This is an optimization exercise on Yosys and OpenROAD, whose aim is small area and a short achievable clock period, not a production implementation.
Function not checked in this run: the RTL went through the layout flow alone.
No activity file was given, so power comes from the tool's default toggle rates.

## config.mk

```make
export PLATFORM = sky130hd
export DESIGN_NAME = fifo_guarded
export DESIGN_NICKNAME = fifo_guarded
export VERILOG_FILES = /design/flow/design.v
export SDC_FILE = /design/flow/constraint.sdc
export NUM_CORES = 4
export LEC_CHECK = 0
export CAP_MARGIN = 20
export CORE_MARGIN = 2
export CORE_UTILIZATION = 55
export SETUP_SLACK_MARGIN = 3.8
export SLEW_MARGIN = 20
export SYNTH_HIERARCHICAL = 1
export SYNTH_MINIMUM_KEEP_SIZE = 0
```

## constraint.sdc

```tcl
create_clock -name core_clock -period 7.5 [get_ports {clk_i}]
set_input_delay 1.5000 -clock core_clock [delete_from_list [all_inputs] [get_ports {clk_i}]]
set_output_delay 1.5000 -clock core_clock [all_outputs]
set_load 0.01 [all_outputs]
```

## run.sh

```bash
#!/bin/bash
# synth_recipe.tcl (not shown) runs the flow's synth.tcl, then flattens the netlist and writes it again
# the make line also repeats each setting of config.mk as NAME=value (left out here)
make -C /OpenROAD-flow-scripts/flow DESIGN_CONFIG=/design/flow/config.mk WORK_HOME=/design/flow/orfs CLKGATE_MAP_FILE= SYNTH_SCRIPT=/design/flow/synth_recipe.tcl finish
```

## design.v

```verilog
module fifo_guarded #(
    parameter int DWIDTH          = 16,
    parameter int AWIDTH          = 8,
    parameter int SHOWAHEAD       = 1,
    parameter int REGISTER_OUTPUT = 0
) (
    input  logic              clk_i,
    input  logic              srst_i,
    input  logic [DWIDTH-1:0] data_i,
    input  logic              wrreq_i,
    input  logic              rdreq_i,
    input  logic [AWIDTH:0]   af_thresh_i,
    input  logic [AWIDTH:0]   ae_thresh_i,
    input  logic              err_clr_i,
    output logic [DWIDTH-1:0] q_o,
    output logic              empty_o,
    output logic              full_o,
    output logic [AWIDTH:0]   usedw_o,
    output logic              almost_full_o,
    output logic              almost_empty_o,
    output logic              ovf_o,
    output logic              udf_o
);
    localparam int DEPTH = 1 << AWIDTH;
    localparam int LOW   = AWIDTH / 2;
    localparam int NCOL  = 1 << LOW;
    localparam int NROW  = DEPTH / NCOL;
    logic [DEPTH*DWIDTH-1:0] mem_q;
    logic [NCOL-1:0]         wcol_q, rcol_q;
    logic [NROW-1:0]         wrow_q, rrow_q;
    logic [AWIDTH:0]         cnt_q, cnt_d;
    logic                    empty_q, full_q, ovf_q, udf_q;
    logic [DWIDTH-1:0]       q_q, q_d, rdata;
    logic                    one, wr_acc, rd_acc;
    logic [NROW-1:0]         wrow_en;
    logic [DEPTH-1:0]        rsel, wen, whold;
    assign one    = (cnt_q == (AWIDTH+1)'(1));
    assign wr_acc = wrreq_i & ~full_q;
    assign rd_acc = rdreq_i & ~empty_q;
    always_comb begin
        cnt_d = cnt_q;
        if (wr_acc && !rd_acc)      cnt_d = cnt_q + 1'b1;
        else if (rd_acc && !wr_acc) cnt_d = cnt_q - 1'b1;
    end
    always_ff @(posedge clk_i) begin
        if (srst_i) begin
            wcol_q  <= NCOL'(1);
            wrow_q  <= NROW'(1);
            rcol_q  <= NCOL'(2);    
            rrow_q  <= NROW'(1);
            cnt_q   <= '0;
            empty_q <= 1'b1;
            full_q  <= 1'b0;
            ovf_q   <= 1'b0;
            udf_q   <= 1'b0;
        end else begin
            if (wr_acc) begin
                wcol_q <= {wcol_q[NCOL-2:0], wcol_q[NCOL-1]};
                if (wcol_q[NCOL-1]) wrow_q <= {wrow_q[NROW-2:0], wrow_q[NROW-1]};
            end
            if (rd_acc) begin
                rcol_q <= {rcol_q[NCOL-2:0], rcol_q[NCOL-1]};
                if (rcol_q[NCOL-1]) rrow_q <= {rrow_q[NROW-2:0], rrow_q[NROW-1]};
            end
            cnt_q   <= cnt_d;
            empty_q <= (cnt_d == '0);
            full_q  <= cnt_d[AWIDTH];
            ovf_q   <= (wrreq_i & full_q)  | (ovf_q & ~err_clr_i);
            udf_q   <= (rdreq_i & empty_q) | (udf_q & ~err_clr_i);
        end
    end
    assign wrow_en = wrow_q & {NROW{wr_acc}};
    always_comb begin
        for (int i = 0; i < DEPTH; i++) begin
            rsel[i]  = rrow_q[i / NCOL] & rcol_q[i % NCOL];
            wen[i]   = wrow_en[i / NCOL] & wcol_q[i % NCOL];
            whold[i] = ~(wrow_q[i / NCOL] & wcol_q[i % NCOL]) | full_q;
        end
    end
    always_ff @(posedge clk_i) begin
        for (int i = 0; i < DEPTH; i++)
            mem_q[i*DWIDTH +: DWIDTH] <= (data_i & {DWIDTH{wen[i]}}) |
                                         (mem_q[i*DWIDTH +: DWIDTH] & {DWIDTH{whold[i]}});
    end
    localparam int NGRP = (DEPTH + 2) / 3;
    logic [3*NGRP-1:0]        rsel_x;
    logic [3*NGRP*DWIDTH-1:0] mem_x;
    logic [NGRP*DWIDTH-1:0]   grp_n;
    assign rsel_x = (3*NGRP)'(rsel);
    assign mem_x  = (3*NGRP*DWIDTH)'(mem_q);
    for (genvar g = 0; g < NGRP; g++) begin : g_grp
        for (genvar b = 0; b < DWIDTH; b++) begin : g_bit
            fifo_guarded_aoi222 u_aoi (
                .a0(mem_x[(3*g)*DWIDTH + b]),   .s0(rsel_x[3*g]),
                .a1(mem_x[(3*g+1)*DWIDTH + b]), .s1(rsel_x[3*g+1]),
                .a2(mem_x[(3*g+2)*DWIDTH + b]), .s2(rsel_x[3*g+2]),
                .y (grp_n[g*DWIDTH + b]));
        end
    end
    always_comb begin
        rdata = '1;
        for (int g = 0; g < NGRP; g++)
            rdata = rdata & grp_n[g*DWIDTH +: DWIDTH];
        rdata = ~rdata;
    end
    always_comb begin
        q_d = q_q;
        if (wr_acc && (empty_q || (one && rdreq_i))) q_d = data_i;
        else if (rd_acc && !one)                     q_d = rdata;
    end
    always_ff @(posedge clk_i) begin
        if (srst_i) q_q <= '0;
        else        q_q <= q_d;
    end
    logic af_gt, ae_gt;
    fifo_guarded_gt9 u_af (.t(af_thresh_i), .c(cnt_q), .gt(af_gt));
    fifo_guarded_gt9 u_ae (.t(ae_thresh_i), .c(cnt_q), .gt(ae_gt));
    assign q_o            = q_q;
    assign empty_o        = empty_q;
    assign full_o         = full_q;
    assign usedw_o        = cnt_q;
    assign almost_full_o  = ~af_gt;
    assign almost_empty_o = ae_gt;
    assign ovf_o          = ovf_q;
    assign udf_o          = udf_q;
endmodule
module fifo_guarded_aoi222 (
    input  logic a0, s0, a1, s1, a2, s2,
    output logic y
);
    assign y = ~((a0 & s0) | (a1 & s1) | (a2 & s2));
endmodule
module fifo_guarded_cmp3 (
    input  logic [2:0] t, c,
    output logic       gt, eq
);
    assign gt = (t > c);
    assign eq = (t == c);
endmodule
module fifo_guarded_gt9 (
    input  logic [8:0] t, c,
    output logic       gt
);
    logic [2:0] g, e;
    fifo_guarded_cmp3 u0 (.t(t[2:0]), .c(c[2:0]), .gt(g[0]), .eq(e[0]));
    fifo_guarded_cmp3 u1 (.t(t[5:3]), .c(c[5:3]), .gt(g[1]), .eq(e[1]));
    fifo_guarded_cmp3 u2 (.t(t[8:6]), .c(c[8:6]), .gt(g[2]), .eq(e[2]));
    assign gt = g[2] | (e[2] & g[1]) | (e[2] & e[1] & g[0]);
endmodule
```

==> results.txt <==
Req. time, crit path 8350 ps; Post-synth EDFFs 0; CTS tree yes; CTS Buf Count 417; # DRC 0; synthesized cell area 148000 um2; row cnt 190; Mean Syn Cell Area 11.25 um2; setup TNS 0 ps; Initial Util 55.28%; Max Cap Viol 0; clock transition at the registers of the reported paths 60 ps; Root Driver clkbuf_16; vias in the first global route 115300; Die Y 522.7 um; post-synthesis sequential area ratio 56.66%; Reg2Reg Depth 9; die area 273200 um2; final setup violating endpoints 0; Final Cycle Share 54.97%; post-DR vias/cell 7.625; Post-CTS Hold Fix Bufs 0; DRT Pass-1 Iters 15; Hold Path Origin mem_q[3886]; DR top layer met5; critical path launch point type flop; RSZ-0062 raised after global routing yes; Tightest Hold Check Type flop to flop; Area after DPL 149800 um2; outcome no timing/DRC/antenna violations; total gr overflow 0; Slew headroom 22.62%; Pins Over Slew Limit 0; reg2reg setup slack 3380 ps; Main synth FF type dfxtp_1; minimum hold slack 451.7 ps; Pleak 65.71 nW; H-tree depth 5; Antenna Nets Post-Route 0; Yosys cell types 52; Skew-Pair Late Insertion Delay 990 ps; most frequent cells in the layout dfxtp_1 (4138), a22o_1 (3584), a222oi_1 (1376); Area growth syn-to-layout 12.11%; vias 126100; FMAX 242.6 MHz; Clock Path Buffers 4; Syn. warnings 7; Pwr per Cell Area 277.2 nW/um2; first-pass GRT wire length 826700 um; largest net degree at the start of global routing 151; launch point of the worst path rrow_q[12]; Worst Tran Pin Value 1161 ps; Critical Path End Type flop; post-route cell area 165900 um2; core region area 267700 um2; met2 wire length 246500 um; commonest non-fill, non-tap cell in the layout dfxtp_1; IO buf count 69; ys async rst share 0%; Setup WS pre-CTS 2633 ps; Die X-Extent 522.7 um; CP Max Fanout 19; Setup Skew 39.14 ps; drt total wl 579400 um; hpwl dp 349100 um; min cycle time layout 4122 ps; detailed-route wire length per cell 35.04 um; met3 WL 68330 um; Net count, final 12660; number of synthesized register bits 4188; Cells after Synth 13150; fraction of layout cells with a size suffix above 1 9.952%; CP arrival 4980 ps; Fin. Hold Viols 0; gr usage total 40.23%; RR Startpoint rrow_q[12]; Sink Count 4188; GPL Wtd Cong 0.9378; reg2reg end q_q[15]; total power 45.99 mW; Routed met1 length 228400 um; # IOs 70; Setup crit end q_q[15]; Setup WS post-layout 3378 ps; CP Class flop to flop; initial antenna violation count 46; Max VDD drop 213.6 uV; Initial DRC Count 24640
[stage by stage]
step	utilization, %	cells
final	61.98	16530
after global routing	61.94	16490
after CTS	61.74	16450
after detailed placement	55.98	15630
after global placement	55.95	15620
after floorplan	-	13210
[synthesized netlist by cell type (all sizes together) (4+ instances only)]
library cell	number	share of area, %
nand3b	8	0.041
a222oi	1376	9.3
a22oi	5	0.025
nand3	8	0.027
nor4	80	0.34
ha	21	0.18
a22o	3584	21
nor2b	20	0.085
nand2	897	2.3
o21ai	519	1.8
clkbuf	1173	3.0
and3	231	1.0
xnor2	4	0.024
inv	24	0.061
dfxtp	4188	57
and2	258	1.1
nor2	45	0.11
nand4	355	1.5
a21oi	76	0.27
or4	16	0.081
buf	214	0.71
a221o	15	0.10
[per-layer routing]
layer	global-route usage, %	vias to the layer above
li1	-	52260
met1	54.99	63540
met2	58.54	8801
met3	9.167	1464
met4	22.69	12
met5	0	-
[worst min path at each step]
stage,slack (ps),cells past startpoint,endpoint
floorplan,420,2,mem_q[3600]
detailed placement,440,2,mem_q[3709]
global placement,430,2,mem_q[3891]
finish,450,2,mem_q[3886]
global route,470,2,mem_q[4032]
CTS,460,2,mem_q[3886]
[power by group]
part           switching [mW]  internal, mW
Combinational            1.36         0.522
Sequential              0.203          22.4
Clock                    8.96          12.5
Total                    10.5          35.5
[Yosys stat by module (local to each module, per instance)]
module | flip-flops and latches | times used | area, um2 | cells inside
fifo_guarded_aoi222 | 0 | 1376 | 10.01 | 1
fifo_guarded_gt9 | 0 | 2 | 13.76 | 3
fifo_guarded_cmp3 | 0 | 6 | 81.33 | 10
fifo_guarded | 4188 | 1 | 133700 | 11710
[critical path, cell delays in order (launching register included)]
cell and delay, ps:
dfxtp_1 300, buf_4 260, and2_2 360, a222oi_1 730, nand4_1 450, nor4_2 450, nand4_1 640, nor4_2 450
nor2_1 80, a221o_1 270
[timing repair]
action	CTS	global route
cloned	2	1
setup buffers	68	28
pin swaps	219	78
setup endpoints to repair	26	20
gates resized for setup	387	50
[cell type report]
class	instances	area, um2
Antenna cell	50	125.1
Multi-Input combinational cell	7614	59940
Timing Repair Buffer	350	3349
Clock buffer	632	12460
Inverter	24	92.59
Tap cell	3552	4444
Sequential cell	4188	83950
Fill cell	21160	101800
Clock inverter	124	1555
[registers in the layout, summed over array words and instances, names as in the netlist]
register and cells:
wrow_q 16, udf_q 1, cnt_q 8, wcol_q 16, rrow_q 16, q_q 16
ovf_q 1, rcol_q 16, empty_q 1, full_q 1, mem_q 4096
[kinds of logic after synthesis]
group           Yosys count  share of synthesized area [%]
compound gates         5590                          32.76
xor+xnor                  6                        0.03551
fa+ha+maj                21                         0.1776
buf+inv                1411                          3.747
flops                  4188                          56.66
mux                       1                       0.006764
other cells               1                       0.002534
simple gates           1930                          6.615

==> afterwards: timing with drivers on the ports <==
Ports are ideal in the flow. The routed layout listed here was re-timed in OpenROAD. Step 1 assumes that a clkbuf_16 drives the clock port and a buf_2 every other input. Step 2 moves the port delays by t, midway between the first and last clock arrival at a register: inputs arrive t later, outputs are due t later. That takes back most of the time a late clock gives input paths. a / b / c = ideal ports / drivers / drivers and shift; a / b = the first two.
shift t [ns]: 1.063
setup slack, ns: 3.378 / 3.378 / 3.039
cell pins on the clock port's net: 1
After both steps this run still meets setup and hold. The setup slack of this run moves by 0.000 ns with the drivers and by -0.339 ns with both steps.
